This is an optimization exercise on Yosys and OpenROAD, whose aim is small area, a short achievable clock period and few clock cycles per item, not a production implementation. The RTL was checked by simulation tests, not by an equivalence proof against the original design. No activity file was given, so power comes from the tool's default toggle rates.

==> flow/design.v <==
package mmu_pkg;
  typedef logic [39-1:0]    vaddr_t;
  typedef logic [56-1:0]    paddr_t;
  typedef logic [44-1:0]    ppn_t;
  typedef logic [39-13:0]   vpn_t;
  typedef enum logic [1:0] {
    PRIV_LVL_U = 2'b00,
    PRIV_LVL_S = 2'b01,
    PRIV_LVL_M = 2'b11
  } priv_lvl_t;
  typedef struct packed {
    logic [9:0] rsvd;
    ppn_t       ppn;
    logic [1:0] rsw;
    logic       d;
    logic       a;
    logic       g;
    logic       u;
    logic       x;
    logic       w;
    logic       r;
    logic       v;
  } pte_t;
  typedef struct packed {
    logic valid;
    vpn_t vpn;
    pte_t pte;
    logic is_2m;
    logic is_1g;
  } tlb_entry_t;
  typedef struct packed {
    logic hit;
    pte_t pte;
    logic is_2m;
    logic is_1g;
  } tlb_rsp_t;
  typedef enum logic [3:0] {
    EXC_INSTR_ACCESS_FAULT = 4'd1,
    EXC_INSTR_PAGE_FAULT   = 4'd12,
    EXC_LOAD_PAGE_FAULT    = 4'd13,
    EXC_STORE_PAGE_FAULT   = 4'd15
  } exc_cause_t;
  typedef struct packed {
    logic        valid;
    exc_cause_t  cause;
    logic [63:0] tval;
  } exc_t;
  typedef struct packed {
    logic   valid;
    vaddr_t vaddr;
  } walk_req_t;
  typedef struct packed {
    logic       done;
    logic       error;
    vaddr_t     vaddr;
    tlb_entry_t entry;
  } walk_rsp_t;
  typedef enum logic [1:0] {
    IDLE,
    READ,
    WAIT,
    DONE
  } ptw_state_t;
  function automatic paddr_t merge_paddr(ppn_t ppn, vaddr_t vaddr, logic is_2m, logic is_1g);
    paddr_t paddr;
    paddr = {ppn, vaddr[11:0]};
    if (is_2m) begin
      paddr[20:12] = vaddr[20:12];
    end
    if (is_1g) begin
      paddr[29:12] = vaddr[29:12];
    end
    merge_paddr = paddr;
  endfunction
endpackage
`timescale 1ns/100ps
module mmu_top (
  input  logic        clk_i,
  input  logic        rst_ni,
  input  logic        enable_translation_i,
  input  logic        flush_tlb_i,
  input  logic [43:0] satp_ppn_i,
  input  logic [1:0]  priv_lvl_i,
  input  logic [1:0]  ld_st_priv_lvl_i,
  input  logic        sum_i,
  input  logic        fetch_req_i,
  input  logic [38:0] fetch_vaddr_i,
  output logic        fetch_valid_o,
  output logic [55:0] fetch_paddr_o,
  output logic [68:0] fetch_exc_o,
  input  logic        lsu_req_i,
  input  logic        lsu_is_store_i,
  input  logic [38:0] lsu_vaddr_i,
  output logic        lsu_dtlb_hit_o,
  output logic [43:0] lsu_dtlb_ppn_o,
  output logic        lsu_valid_o,
  output logic [55:0] lsu_paddr_o,
  output logic [68:0] lsu_exc_o,
  output logic        mem_req_o,
  output logic [55:0] mem_addr_o,
  input  logic        mem_rvalid_i,
  input  logic [63:0] mem_rdata_i
);
  logic en;
  assign en = enable_translation_i;
  logic        t_v, t_id, t_k1, t_k0, t_fok, t_lok, t_sok;
  logic [26:0] t_vpn;
  logic [43:0] t_ppn;
  logic [26:0] f_vpn, l_vpn;
  logic        f_hit, l_hit;
  assign f_vpn = fetch_vaddr_i[38:12];
  assign l_vpn = lsu_vaddr_i[38:12];
  assign f_hit = t_v && (t_vpn[26:18] == f_vpn[26:18])
                 && (t_k1 || (t_vpn[17:9] == f_vpn[17:9]))
                 && (t_k0 || (t_vpn[8:0] == f_vpn[8:0]));
  assign l_hit = t_v && (t_vpn[26:18] == l_vpn[26:18])
                 && (t_k1 || (t_vpn[17:9] == l_vpn[17:9]))
                 && (t_k0 || (t_vpn[8:0] == l_vpn[8:0]));
  logic        busy_q;    
  logic        own_q;     
  logic [1:0]  lvl_q;     
  logic        arr, leaf, fault, done, cont, free;
  logic [38:0] w_va;
  logic        rd_v, rd_r, rd_w, rd_x, rd_u, rd_a, rd_d;
  logic [43:0] rd_ppn;
  assign rd_v   = mem_rdata_i[0];
  assign rd_r   = mem_rdata_i[1];
  assign rd_w   = mem_rdata_i[2];
  assign rd_x   = mem_rdata_i[3];
  assign rd_u   = mem_rdata_i[4];
  assign rd_a   = mem_rdata_i[6];
  assign rd_d   = mem_rdata_i[7];
  assign rd_ppn = mem_rdata_i[53:10];
  assign w_va = own_q ? lsu_vaddr_i : fetch_vaddr_i;
  assign leaf = rd_r || rd_x;
  assign arr  = busy_q && mem_rvalid_i;
  assign cont = arr && rd_v && !rd_r && !rd_w && !rd_x && (lvl_q != 2'd0);
  assign done = arr && !cont;
  assign free = !busy_q || done;
  always_comb begin
    fault = !rd_v || (rd_w && !rd_r);
    if (leaf) begin
      if (!rd_a) fault = 1'b1;
      if (lvl_q == 2'd2 && rd_ppn[17:0] != '0) fault = 1'b1;
      if (lvl_q == 2'd1 && rd_ppn[8:0] != '0) fault = 1'b1;
    end else if (lvl_q == 2'd0) begin
      fault = 1'b1;
    end
  end
  logic lv_q, lf_q, fill;
  assign fill    = done && !fault && !flush_tlb_i;
  logic covered;
  assign covered = done && leaf
                   && (fetch_vaddr_i[38:30] == lsu_vaddr_i[38:30])
                   && (lvl_q == 2'd2 || fetch_vaddr_i[29:21] == lsu_vaddr_i[29:21])
                   && (lvl_q != 2'd0 || fetch_vaddr_i[20:12] == lsu_vaddr_i[20:12]);
  logic l_sel, f_sel, l_go, f_go, start, canon;
  assign canon = (fetch_vaddr_i[38] == fetch_vaddr_i[37]);
  assign l_sel = lsu_req_i && en && !lv_q && !lf_q && !(busy_q && own_q);
  assign f_sel = fetch_req_i && en && canon && !(busy_q && !own_q);
  logic l_pri;
  assign l_pri = l_sel;
  assign l_go  = l_pri && !l_hit;
  assign f_go  = !l_pri && f_sel && !f_hit;
  assign start = free && !covered && (l_go || f_go);
  logic [8:0] s_idx, c_idx;
  assign s_idx = l_pri ? lsu_vaddr_i[38:30] : fetch_vaddr_i[38:30];
  assign c_idx = (lvl_q == 2'd2) ? w_va[29:21] : w_va[20:12];
  assign mem_req_o  = cont || start;
  assign mem_addr_o = cont ? {rd_ppn, c_idx, 3'b000} : {satp_ppn_i, s_idx, 3'b000};
  always_ff @(posedge clk_i or negedge rst_ni) begin
    if (!rst_ni) begin
      busy_q <= 1'b0;
    end else begin
      busy_q <= mem_req_o || (busy_q && !mem_rvalid_i);
    end
  end
  always_ff @(posedge clk_i) begin
    if (cont) begin
      lvl_q <= lvl_q - 2'd1;
    end else if (start) begin
      lvl_q <= 2'd2;
      own_q <= l_pri;
    end
  end
  logic        fw, lw;
  logic [43:0] f_ppn, l_ppn;
  logic        fw_flt, lw_flt;
  assign fw    = busy_q && !own_q && mem_rvalid_i;
  assign lw    = busy_q && own_q && mem_rvalid_i;
  assign f_ppn = {t_ppn[43:27],
                  t_ppn[26:18] | (f_vpn[26:18] & {9{t_id}}),
                  t_ppn[17:9]  | (f_vpn[17:9]  & {9{t_k1}}),
                  t_ppn[8:0]   | (f_vpn[8:0]   & {9{t_k0}})};
  assign l_ppn = {t_ppn[43:27],
                  t_ppn[26:18] | (l_vpn[26:18] & {9{t_id}}),
                  t_ppn[17:9]  | (l_vpn[17:9]  & {9{t_k1}}),
                  t_ppn[8:0]   | (l_vpn[8:0]   & {9{t_k0}})};
  logic w_fok, w_lok, w_sok, w_lpriv;
  assign w_fok   = rd_x && !((priv_lvl_i == 2'b00) && !rd_u) && !((priv_lvl_i == 2'b01) && rd_u);
  assign w_lpriv = !((ld_st_priv_lvl_i == 2'b01) && rd_u && !sum_i)
                   && !((ld_st_priv_lvl_i == 2'b00) && !rd_u);
  assign w_lok   = rd_r && w_lpriv;
  assign w_sok   = rd_w && rd_d && w_lpriv;
  assign fw_flt = (fw && fault) || !t_fok;
  assign lw_flt = (lw && fault) || (lsu_is_store_i ? !t_sok : !t_lok);
  assign lsu_dtlb_hit_o     = lsu_req_i && (!en || l_hit);
  assign lsu_dtlb_ppn_o     = l_ppn;
  always_ff @(posedge clk_i or negedge rst_ni) begin
    if (!rst_ni) begin
      lv_q <= 1'b0;
      lf_q <= 1'b0;
    end else begin
      lv_q <= lsu_dtlb_hit_o && !lsu_valid_o && !(fill && !covered);
      lf_q <= fill && own_q;
    end
  end
  assign lsu_valid_o        = lv_q || lf_q || (lw && fault);
  assign lsu_paddr_o        = {l_ppn, lsu_vaddr_i[11:0]};
  assign lsu_exc_o[68]      = en && lw_flt;
  assign lsu_exc_o[67:64]   = lsu_is_store_i ? 4'd15 : 4'd13;
  assign lsu_exc_o[63:0]    = {25'd0, lsu_vaddr_i};
  assign fetch_valid_o      = fetch_req_i && (!en || !canon || f_hit || (fw && fault));
  assign fetch_paddr_o      = {f_ppn, fetch_vaddr_i[11:0]};
  assign fetch_exc_o[68]    = en && (!canon || fw_flt);
  assign fetch_exc_o[67:64] = canon ? 4'd12 : 4'd1;
  assign fetch_exc_o[63:0]  = {25'd0, fetch_vaddr_i};
  always_ff @(posedge clk_i or negedge rst_ni) begin
    if (!rst_ni) begin
      t_v <= 1'b0;
    end else if (flush_tlb_i || !en || (!fetch_req_i && !lsu_req_i)) begin
      t_v <= 1'b0;
    end else if (fill) begin
      t_v <= 1'b1;
    end
  end
  always_ff @(posedge clk_i) begin
    t_id <= !en;
    if (!en) begin
      t_ppn <= '0;
      t_k1  <= 1'b1;
      t_k0  <= 1'b1;
    end else if (fill) begin
      t_ppn <= rd_ppn;
      t_k1  <= (lvl_q == 2'd2);
      t_k0  <= (lvl_q != 2'd0);
    end
    if (fill) begin
      t_vpn <= w_va[38:12];
      t_fok <= w_fok;
      t_lok <= w_lok;
      t_sok <= w_sok;
    end
  end
endmodule
clock: 8.5 ns
lec_check: 0
abc_area: 1
cap_margin: 20
core_area: 2 2 188 188
cts_buf_list: sky130_fd_sc_hd__clkbuf_8
die_area: 0 0 190 190
gpl_routability_driven: 0
setup_slack_margin: 3.6
slew_margin: 20
tns_end_percent: 5
standard.sh (not shown) runs the stock make flow with config.mk's settings and CLKGATE_MAP_FILE= SYNTH_SCRIPT=/design/flow/synth_recipe.tcl, a recipe that flattens the netlist after the stock synthesis.
==> flow/flow/run.sh <==
#!/bin/bash
# The standard layout, with the port buffers made from the smallest
# buffer cell instead of the delay cell buffer_ports picks by default, and
# the constant outputs left on synthesis's shared tie cells.
set -euo pipefail
export BUFFER_PORTS_ARGS="-buffer_cell sky130_fd_sc_hd__buf_1"
export SKIP_REPAIR_TIE_FANOUT=1
bash standard.sh finish > standard_flow.log 2>&1
Testbench counts at the start, summed over its fixed seeds: cycles 85,496, items 23,040.
Then changed:
==> flow/flow/run.sh (replaced) <==
#!/bin/bash
# The standard layout, with the port buffers made from the smallest
# buffer cell instead of the delay cell buffer_ports picks by default.
set -euo pipefail
export BUFFER_PORTS_ARGS="-buffer_cell sky130_fd_sc_hd__buf_1"
bash standard.sh finish > standard_flow.log 2>&1
Settings changed: ABC_AREA 1 to unset, CORE_AREA 2 2 188 188 to 2 2 193 193, DIE_AREA 0 0 190 190 to 0 0 195 195, GPL_ROUTABILITY_DRIVEN 0 to unset, TNS_END_PERCENT 5 to 10.
The new run went through all stages and came out clean.
Clock-buffer cell count stays the same.
Worst setup slack got worse by 0.30 ns.
Wire length fell slightly.
Synthesized area went down by a few percent.
Non-clock buffer count went up by 13.
Die area went up by a few percent.
Final area rises by a few percent.
Power rose by roughly a tenth.
First-iteration DRC count shrinks by well over a third.
Then changed:
==> flow/flow/run.sh (replaced) <==
#!/bin/bash
# The standard layout, with the port buffers made from the smallest
# buffer cell instead of the delay cell buffer_ports picks by default, and
# the constant outputs left on synthesis's shared tie cells.
set -euo pipefail
export BUFFER_PORTS_ARGS="-buffer_cell sky130_fd_sc_hd__buf_1"
export SKIP_REPAIR_TIE_FANOUT=1
bash standard.sh finish > standard_flow.log 2>&1
Settings changed: ABC_AREA set to 1, CORE_AREA 2 2 193 193 to 2 2 188 188, DIE_AREA 0 0 195 195 to 0 0 190 190, TNS_END_PERCENT 10 to 5.
Effect: Worst setup slack gets better by 0.34 ns; synthesized cell count rises by 39%; die area falls by 5.1%; critical path depth rises by 5; final cell count rises by 16%.
Then changed:
Settings changed: ABC_AREA 1 to unset, ABC_CLOCK_PERIOD_IN_PS set to 2000, CORE_AREA 2 2 188 188 to 2 2 193 193, DIE_AREA 0 0 190 190 to 0 0 195 195, SETUP_SLACK_MARGIN 3.6 to 4.2.
The new run produced a clean layout.
Final cell count goes down by about a fifth.
Global-route usage goes down by 0.88 points.
Synthesized cell count goes down by a quarter to a third.
Combinational power goes up by about a fifth.
Utilization goes down by 0.26 points.

* * *

build 6:
Starts from the design.v that is shown in full above.
clock: 8.5 ns
lec_check: 0
cap_margin: 20
core_area: 2 2 193 193
cts_buf_list: sky130_fd_sc_hd__clkbuf_8
die_area: 0 0 195 195
setup_slack_margin: 3.4
slew_margin: 20
==> flow/flow/run.sh <==
#!/bin/bash
# The standard layout, with the port buffers made from the smallest
# buffer cell instead of the delay cell buffer_ports picks by default.
set -euo pipefail
export BUFFER_PORTS_ARGS="-buffer_cell sky130_fd_sc_hd__buf_1"
bash standard.sh finish > standard_flow.log 2>&1
Testbench counts of build 6, summed over its fixed seeds: cycles 85,496, items 23,040.
Setup changes, build 6 to build 97
diff --git a/flow/flow/run.sh b/flow/flow/run.sh
--- a/flow/flow/run.sh
+++ b/flow/flow/run.sh
@@ -3 +3,2 @@
-# buffer cell instead of the delay cell buffer_ports picks by default.
+# buffer cell instead of the delay cell buffer_ports picks by default, and
+# the constant outputs left on synthesis's shared tie cells.
@@ -5,0 +7 @@
+export SKIP_REPAIR_TIE_FANOUT=1
diff --git a/flow/config.mk b/flow/config.mk
--- a/flow/config.mk
+++ b/flow/config.mk
@@ -7,0 +8 @@
+export ABC_AREA = 1
@@ -9 +10 @@
-export CORE_AREA = 2 2 193 193
+export CORE_AREA = 2 2 188 188
@@ -11,2 +12,2 @@
-export DIE_AREA = 0 0 195 195
-export SETUP_SLACK_MARGIN = 3.4
+export DIE_AREA = 0 0 190 190
+export SETUP_SLACK_MARGIN = 3.6
@@ -13,0 +15 @@
+export TNS_END_PERCENT = 20
--- outcome ---
Summary: with build 6 as the reference, average footprint of a synthesized cell in build 97 moved down by more than a quarter. Build 97 leaves more setup margin than build 6. Relative to build 6, the cell area measured on build 97 has decreased by a few percent. Taking build 6 as the reference, in build 97 sequential cell fraction of total power rose by 4.2 points, synthesized area rose by 250 um^2, wire length fell by 1.0%, maximum cell stage delay along the critical path fell by 0.14 ns. The clock skew after layout of build 6 and that of build 97 are within noise of each other. | logic depth of the worst path, buffers included | build 97 vs build 6 | 5 higher |. Of build 6 and build 97, the run reporting the lower first-pass GRT wire length was build 6. Re utilization after layout: build 6 and build 97 aren't equal, and the higher value belongs to build 6.
For build 34, these inputs were changed with respect to build 97:
==> flow/flow/run.sh <==
#!/bin/bash
# The standard layout, with the port buffers made from the smallest
# buffer cell instead of the delay cell buffer_ports picks by default.
set -euo pipefail
export BUFFER_PORTS_ARGS="-buffer_cell sky130_fd_sc_hd__buf_1"
bash standard.sh finish > standard_flow.log 2>&1
diff --git a/flow/config.mk b/flow/config.mk
--- a/flow/config.mk
+++ b/flow/config.mk
@@ -8 +7,0 @@
-export ABC_AREA = 1
@@ -10 +9 @@
-export CORE_AREA = 2 2 188 188
+export CORE_AREA = 2 2 193 193
@@ -12,2 +11,2 @@
-export DIE_AREA = 0 0 190 190
-export SETUP_SLACK_MARGIN = 3.6
+export DIE_AREA = 0 0 195 195
+export SETUP_SLACK_MARGIN = 4.2
@@ -15 +14 @@
-export TNS_END_PERCENT = 20
+export TNS_END_PERCENT = 5
## What came out
- Build 97 vs build 34, topmost layer with routed signal wires: met4 vs met5
- Overall power after layout was lower in build 97 than in build 34.
- A launch point of the critical path of lsu_vaddr_i[35] is what build 97 shows, while fetch_vaddr_i[38] belongs to build 34.
- Path depth of the worst reg2reg path ended up 6 lower on build 34 than on build 97.
- [build 34 vs build 97] minimum clock period: higher in build 34
- Build 34: sequential share of layout area 0.65 points below build 97
The following lists how build 42 was set up differently from build 34:
diff --git a/flow/flow/run.sh b/flow/flow/run.sh
--- a/flow/flow/run.sh
+++ b/flow/flow/run.sh
@@ -3 +3,2 @@
-# buffer cell instead of the delay cell buffer_ports picks by default.
+# buffer cell instead of the delay cell buffer_ports picks by default, and
+# the constant outputs left on synthesis's shared tie cells.
@@ -5,0 +7 @@
+export SKIP_REPAIR_TIE_FANOUT=1
diff --git a/flow/config.mk b/flow/config.mk
--- a/flow/config.mk
+++ b/flow/config.mk
@@ -7,0 +8 @@
+export ABC_AREA = 1
@@ -12 +13 @@
-export SETUP_SLACK_MARGIN = 4.2
+export SETUP_SLACK_MARGIN = 4.6
Findings:
Diff build 42 and build 34: worst setup slack higher in build 42. Diff build 34..build 42 | combined flip-flop and latch cell area | unchanged. Summary of build 42 over build 34: total power shrank by 1.0%; post-CTS setup buffer count grew by 29; reg2reg setup slack shrank by 1.07 ns; area of the mapped netlist grew by 3.4%; layout overhead on the synthesized area grew by 14 points. Final wirelength, build 42 and build 34: smaller value in build 34.

-- re-timing with driven ports --
Ports are ideal in the flow. The routed layouts listed here were re-timed in OpenROAD. Step 1 assumes that a clkbuf_16 drives the clock port and a buf_2 every other input. Step 2 times the ports against the registers' clock, not the clock port: input delays grow and output delays shrink by t, the midpoint of the rising clock arrivals with the driver on. Slacks: ideal ports / drivers / drivers and shift; pairs: ideal ports / drivers.
run | shift t [ns] | setup WS [ns] | worst setup path at the end | worst slew at a driven data input, ns | cell pins on the clock port's net
the first run of note 1 | 0.416 | 3.640 / 3.617 / 3.617 | input to output | 0.17 | 1
the second run of note 1 | 0.442 | 3.342 / 3.319 / 3.319 | input to output | 0.15 | 1
the third run of note 1 | 0.418 | 3.683 / 3.653 / 3.653 | input to output | 0.17 | 1
the fourth run of note 1 | 0.454 | 3.414 / 3.368 / 3.368 | input to output | 0.17 | 1
build 6 | 0.443 | 3.359 / 3.336 / 3.336 | input to output | 0.15 | 1
build 97 | 0.418 | 3.683 / 3.653 / 3.653 | input to output | 0.17 | 1
build 34 | 0.456 | 3.334 / 3.286 / 3.286 | input to output | 0.16 | 1
build 42 | 0.427 | 3.853 / 3.810 / 3.443 | input to register | 0.18 | 1
After both steps every run listed still meets setup and hold. The setup slack of build 42, which loses most, moves by -0.043 ns with the drivers and by -0.410 ns with both steps.
